What follows belongs to an exercise in optimizing a design on an open flow for small area; a production flow would make more cautious choices. At most, simulation tests tie the RTL to the original design; equivalence was not proved.

## xbar_bank
module xbar_bank
#(
  parameter int NUM_CHANNELS   = 2,   
  parameter int FIRST_POSITION = 0    
) (
  input  logic                    sclk,
  input  logic                    reset,
  input  logic                    enable,
  input  logic                    re,
  input  logic                    wr,
  input  logic [ADDR_BITS-1:0]    addr,
  input  logic [WORD_BITS-1:0]    data,
  output logic [WORD_BITS-1:0]    data_out,
  output logic [NUM_CHANNELS-1:0] xbar_clock,
  output logic [NUM_CHANNELS-1:0] pclk,
  output logic [NUM_CHANNELS-1:0] sin
);
==> module xbar_regs, before the edit <==
module xbar_regs
(
  input  logic                      sclk,
  input  logic                      reset,
  input  logic [INDEX_BITS-1:0]     phase,        
  input  logic                      parity,       
  input  logic [PATTERN_WORDS-1:0]  slot_hit,     
  input  logic [WORD_BITS-1:0]      ring_data,    
  input  logic                      wsel,         
  input  logic                      csel,         
  input  logic [INDEX_BITS-1:0]     windex,       
  input  logic [WORD_BITS-1:0]      data,
  input  logic                      busy,         
  input  logic [INDEX_BITS-1:0]     target,       
  output logic                      start,        
  output logic [WORD_BITS-1:0]      next_word     
);
  logic [WORD_BITS-1:0] ring [PATTERN_WORDS];
  for (genvar s = 0; s < PATTERN_WORDS; s++) begin : g_slot
    logic we, keep;
    assign we   = reset || (wsel && slot_hit[s]);
    assign keep = reset || !(wsel && slot_hit[s]);
    always_ff @(posedge sclk) begin
      ring[s] <= ~((ring_data | {WORD_BITS{keep}}) &
                   (ring[(s + PATTERN_WORDS - 1) % PATTERN_WORDS] | {WORD_BITS{we}}));
    end
  end
  logic at_port;    
  logic snoop;      
  assign at_port = ((target + phase) == '0);
  assign snoop   = wsel && (windex == target);
  always_ff @(posedge sclk) begin
    if (reset) begin
      next_word <= '0;
    end else if (snoop) begin
      next_word <= data;
    end else if (at_port) begin
      next_word <= ring[0] ^ {WORD_BITS{parity}};
    end
  end
  always_ff @(posedge sclk) begin
    if (reset) begin
      start <= 1'b0;
    end else begin
      if (csel) begin
        start <= (data != '0);
      end
      if (busy) begin
        start <= 1'b0;   
      end
    end
  end
endmodule
==> module xbar_shifter, before the edit <==
module xbar_shifter
(
  input  logic                  sclk,
  input  logic                  reset,
  input  logic                  start,       
  input  logic [WORD_BITS-1:0]  next_word,   
  output logic                  busy,
  output logic [INDEX_BITS-1:0] target,      
  output logic                  xbar_clock,
  output logic                  pclk,
  output logic                  sin
);
  logic                      fetch;
  logic [BIT_COUNT_BITS-1:0] bit_count;
  logic [WORD_BITS-1:0]      shift_reg;
  logic                      word_done;
  logic                      last_bit;
  assign word_done = &bit_count[3:0];
  assign last_bit  = &bit_count;
  assign target = (busy && pclk) ? bit_count[BIT_COUNT_BITS-1 -: INDEX_BITS] + 1'b1 : '0;
  always_ff @(posedge sclk) begin
    if (reset) begin
      busy       <= 1'b0;
      fetch      <= 1'b0;
      xbar_clock <= 1'b0;
      pclk       <= 1'b1;
    end else begin
      busy       <= busy ? pclk : start;
      fetch      <= (!busy && start) || (xbar_clock && word_done && !last_bit);
      xbar_clock <= busy && pclk && !fetch && !xbar_clock;
      pclk       <= !(xbar_clock && last_bit);
    end
  end
  always_ff @(posedge sclk) begin
    if (reset) begin
      bit_count <= '0;
    end else if (xbar_clock) begin
      bit_count <= bit_count + 1'b1;   
    end
  end
  always_ff @(posedge sclk) begin
    if (reset) begin
      shift_reg <= '0;   
    end else if (fetch) begin
      shift_reg <= next_word;
    end else if (xbar_clock) begin
      shift_reg <= {shift_reg[WORD_BITS-2:0], 1'b0};
    end
  end
  assign sin = shift_reg[WORD_BITS-1];   
endmodule
==> module xbar_bank, before the edit <==
module xbar_bank
#(
  parameter int NUM_CHANNELS   = 2,   
  parameter int FIRST_POSITION = 0    
) (
  input  logic                    sclk,
  input  logic                    reset,
  input  logic                    enable,
  input  logic                    re,
  input  logic                    wr,
  input  logic [ADDR_BITS-1:0]    addr,
  input  logic [WORD_BITS-1:0]    data,
  output logic [WORD_BITS-1:0]    data_out,
  output logic [NUM_CHANNELS-1:0] xbar_clock,
  output logic [NUM_CHANNELS-1:0] pclk,
  output logic [NUM_CHANNELS-1:0] sin
);
  logic [NUM_CHANNELS-1:0] cs;
  logic [NUM_CHANNELS-1:0] start;
  logic [NUM_CHANNELS-1:0] busy;
  logic [WORD_BITS-1:0]    next_word [NUM_CHANNELS];
  logic [INDEX_BITS-1:0]   target    [NUM_CHANNELS];
  logic is_cmd;
  assign is_cmd = (addr[7:5] == REGION_COMMAND);
  logic [INDEX_BITS-1:0]    phase;
  logic [INDEX_BITS-1:0]    wslot;
  logic [PATTERN_WORDS-1:0] slot_hit;
  logic [WORD_BITS-1:0]     ring_data;
  always_ff @(posedge sclk) begin
    if (reset) begin
      phase <= '0;
    end else begin
      phase <= phase + 1'b1;
    end
  end
  assign wslot = addr[INDEX_BITS-1:0] + phase + 1'b1;
  always_comb begin
    for (int s = 0; s < PATTERN_WORDS; s++) begin
      slot_hit[s] = (wslot == INDEX_BITS'(s));
    end
  end
  assign ring_data = data ^ {WORD_BITS{phase[0]}};
  for (genvar g = 0; g < NUM_CHANNELS; g++) begin : g_chan
    assign cs[g] = enable && (addr[ADDR_BITS-1 -: POS_BITS] == POS_BITS'(FIRST_POSITION + g));
    xbar_regs u_regs (
      .sclk     (sclk),
      .reset    (reset),
      .phase    (phase),
      .parity   (phase[0]),
      .slot_hit (slot_hit),
      .ring_data(ring_data),
      .wsel     (cs[g] && wr && !is_cmd),
      .csel     (cs[g] && wr && is_cmd),
      .windex   (addr[INDEX_BITS-1:0]),
      .data     (data),
      .busy     (busy[g]),
      .target   (target[g]),
      .start    (start[g]),
      .next_word(next_word[g])
    );
    xbar_shifter u_shifter (
      .sclk      (sclk),
      .reset     (reset),
      .start     (start[g]),
      .next_word (next_word[g]),
      .busy      (busy[g]),
      .target    (target[g]),
      .xbar_clock(xbar_clock[g]),
      .pclk      (pclk[g]),
      .sin       (sin[g])
    );
  end
  logic       rd_id;
  logic [1:0] rd_status;
  logic       rd_owner;
  logic       rd_hit;
  logic       rd_chan;
  assign rd_hit  = re && (|cs);
  assign rd_chan = cs[1];
  always_ff @(posedge sclk) begin
    if (reset || !rd_hit) begin
      rd_id     <= 1'b0;
      rd_status <= '0;
    end else if (addr[7:0] == REG_STATUS) begin
      rd_id     <= 1'b0;
      rd_status <= {start[rd_chan], busy[rd_chan]};
    end else if (addr[7:0] == REG_ID) begin
      rd_id     <= 1'b1;
      rd_status <= '0;
    end else if (rd_owner != rd_chan) begin
      rd_id     <= 1'b0;
      rd_status <= '0;
    end
  end
  always_ff @(posedge sclk) begin
    rd_owner <= rd_chan;
  end
  assign data_out = ({WORD_BITS{rd_id}} & ID_VALUE) | {{(WORD_BITS - 2){1'b0}}, rd_status};
endmodule
Settings: LEC_CHECK=0, CAP_MARGIN=20, CORE_MARGIN=2, CORE_UTILIZATION=40, CTS_CLUSTER_DIAMETER=100, CTS_CLUSTER_SIZE=25, SLEW_MARGIN=20; clock period 5.0 ns.
run.sh (not shown) runs the stock make flow with config.mk's settings and CLKGATE_MAP_FILE= SYNTH_SCRIPT=/design/flow/synth_recipe.tcl, a recipe that flattens the netlist after the stock synthesis.
==> next run, changes <==
--- a/flow/design.v
+++ b/flow/design.v
@@ -15,9 +15,9 @@
 module xbar_regs
 (
   input  logic                      sclk,
   input  logic                      reset,
-  input  logic [INDEX_BITS-1:0]     phase,        
+  input  logic [INDEX_BITS-1:0]     wphase,       
   input  logic                      parity,       
   input  logic [PATTERN_WORDS-1:0]  slot_hit,     
   input  logic [WORD_BITS-1:0]      ring_data,    
   input  logic                      wsel,         
@@ -26,9 +26,10 @@
   input  logic [WORD_BITS-1:0]      data,
   input  logic                      busy,         
   input  logic [INDEX_BITS-1:0]     target,       
   output logic                      start,        
-  output logic [WORD_BITS-1:0]      next_word     
+  output logic [WORD_BITS-1:0]      next_word,    
+  output logic                      next_inv      
 );
   logic [WORD_BITS-1:0] ring [PATTERN_WORDS];
   for (genvar s = 0; s < PATTERN_WORDS; s++) begin : g_slot
     logic we, keep;
@@ -40,17 +41,20 @@
     end
   end
   logic at_port;    
   logic snoop;      
-  assign at_port = ((target + phase) == '0);
+  assign at_port = ((target + wphase) == INDEX_BITS'(1));
   assign snoop   = wsel && (windex == target);
   always_ff @(posedge sclk) begin
     if (reset) begin
       next_word <= '0;
+      next_inv  <= 1'b0;
     end else if (snoop) begin
       next_word <= data;
+      next_inv  <= 1'b0;
     end else if (at_port) begin
-      next_word <= ring[0] ^ {WORD_BITS{parity}};
+      next_word <= ring[0];
+      next_inv  <= parity;
     end
   end
   always_ff @(posedge sclk) begin
     if (reset) begin
@@ -71,8 +75,9 @@
   input  logic                  sclk,
   input  logic                  reset,
   input  logic                  start,       
   input  logic [WORD_BITS-1:0]  next_word,   
+  input  logic                  next_inv,    
   output logic                  busy,
   output logic [INDEX_BITS-1:0] target,      
   output logic                  xbar_clock,
   output logic                  pclk,
@@ -80,8 +85,9 @@
 );
   logic                      fetch;
   logic [BIT_COUNT_BITS-1:0] bit_count;
   logic [WORD_BITS-1:0]      shift_reg;
+  logic                      shift_inv;    
   logic                      word_done;
   logic                      last_bit;
   assign word_done = &bit_count[3:0];
   assign last_bit  = &bit_count;
@@ -107,16 +113,18 @@
     end
   end
   always_ff @(posedge sclk) begin
     if (reset) begin
-      shift_reg <= '0;   
+      shift_reg <= '0;
+      shift_inv <= 1'b0;
     end else if (fetch) begin
       shift_reg <= next_word;
+      shift_inv <= next_inv;
     end else if (xbar_clock) begin
       shift_reg <= {shift_reg[WORD_BITS-2:0], 1'b0};
     end
   end
-  assign sin = shift_reg[WORD_BITS-1];   
+  assign sin = busy && pclk && !fetch && (shift_reg[WORD_BITS-1] ^ shift_inv);
 endmodule
 import xbar_pkg::*;
 module xbar_bank
 #(
@@ -138,36 +146,39 @@
   logic [NUM_CHANNELS-1:0] cs;
   logic [NUM_CHANNELS-1:0] start;
   logic [NUM_CHANNELS-1:0] busy;
   logic [WORD_BITS-1:0]    next_word [NUM_CHANNELS];
+  logic [NUM_CHANNELS-1:0] next_inv;
   logic [INDEX_BITS-1:0]   target    [NUM_CHANNELS];
   logic is_cmd;
   assign is_cmd = (addr[7:5] == REGION_COMMAND);
-  logic [INDEX_BITS-1:0]    phase;
+  logic [INDEX_BITS-1:0]    wphase;    
+  logic                     parity;    
   logic [INDEX_BITS-1:0]    wslot;
   logic [PATTERN_WORDS-1:0] slot_hit;
   logic [WORD_BITS-1:0]     ring_data;
   always_ff @(posedge sclk) begin
     if (reset) begin
-      phase <= '0;
+      wphase <= INDEX_BITS'(1);
     end else begin
-      phase <= phase + 1'b1;
-    end
-  end
-  assign wslot = addr[INDEX_BITS-1:0] + phase + 1'b1;
+      wphase <= wphase + 1'b1;
+    end
+  end
+  assign wslot  = addr[INDEX_BITS-1:0] + wphase;
+  assign parity = !wphase[0];
   always_comb begin
     for (int s = 0; s < PATTERN_WORDS; s++) begin
       slot_hit[s] = (wslot == INDEX_BITS'(s));
     end
   end
-  assign ring_data = data ^ {WORD_BITS{phase[0]}};
+  assign ring_data = data ^ {WORD_BITS{parity}};
   for (genvar g = 0; g < NUM_CHANNELS; g++) begin : g_chan
     assign cs[g] = enable && (addr[ADDR_BITS-1 -: POS_BITS] == POS_BITS'(FIRST_POSITION + g));
     xbar_regs u_regs (
       .sclk     (sclk),
       .reset    (reset),
-      .phase    (phase),
-      .parity   (phase[0]),
+      .wphase   (wphase),
+      .parity   (parity),
       .slot_hit (slot_hit),
       .ring_data(ring_data),
       .wsel     (cs[g] && wr && !is_cmd),
       .csel     (cs[g] && wr && is_cmd),
@@ -175,15 +186,17 @@
       .data     (data),
       .busy     (busy[g]),
       .target   (target[g]),
       .start    (start[g]),
-      .next_word(next_word[g])
+      .next_word(next_word[g]),
+      .next_inv (next_inv[g])
     );
     xbar_shifter u_shifter (
       .sclk      (sclk),
       .reset     (reset),
       .start     (start[g]),
       .next_word (next_word[g]),
+      .next_inv  (next_inv[g]),
       .busy      (busy[g]),
       .target    (target[g]),
       .xbar_clock(xbar_clock[g]),
       .pclk      (pclk[g]),
=> Flip-flop and latch count went up by 4; final cell count goes up by about 1.8%; synthesized area shrinks by about 1.2%; worst hold slack stays flat; final area grows by 0.50%; wire length grows by about 13%; core utilization goes up by 0.82 points; count of clock-buffer cells in the layout climbs by 2; clock skew came out lower by 0.0035 ns; fmax fell by about 2%; die area went down by 1.2%; global-route usage is higher by 2.6 points; synthesized cell count rose by about 2%.
No functional check of the RTL was part of the second run of this note.

## static timing again, ports no longer ideal
The flow's constraints put no driver on any port. The routed layouts listed below were extracted and timed again, unchanged, in two steps.
Step 1 (the two cells are an assumption about what drives the block):
set clk [get_ports {sclk}]
set_driving_cell -lib_cell sky130_fd_sc_hd__clkbuf_16 $clk
set_driving_cell -lib_cell sky130_fd_sc_hd__buf_2 [delete_from_list [all_inputs] $clk]
Step 2 times the ports against the registers' clock, not the clock port: input delays grow and output delays shrink by t, the midpoint of the rising clock arrivals with the driver on.
a / b / c = ideal / step 1 / step 2; a / b = the first two.
run | t (ns) | slack for setup (ns) | latest minus earliest clock arrival (ns)
the first run | 0.691 | 0.772 / 0.812 / 0.121 | 0.026 / 0.026
the second run | 0.698 | 0.681 / 0.721 / 0.023 | 0.026 / 0.026
After both steps setup and hold are still met in every run listed. The setup slack of the second run, which loses most, moves by +0.040 ns with the drivers and by -0.658 ns with both steps.
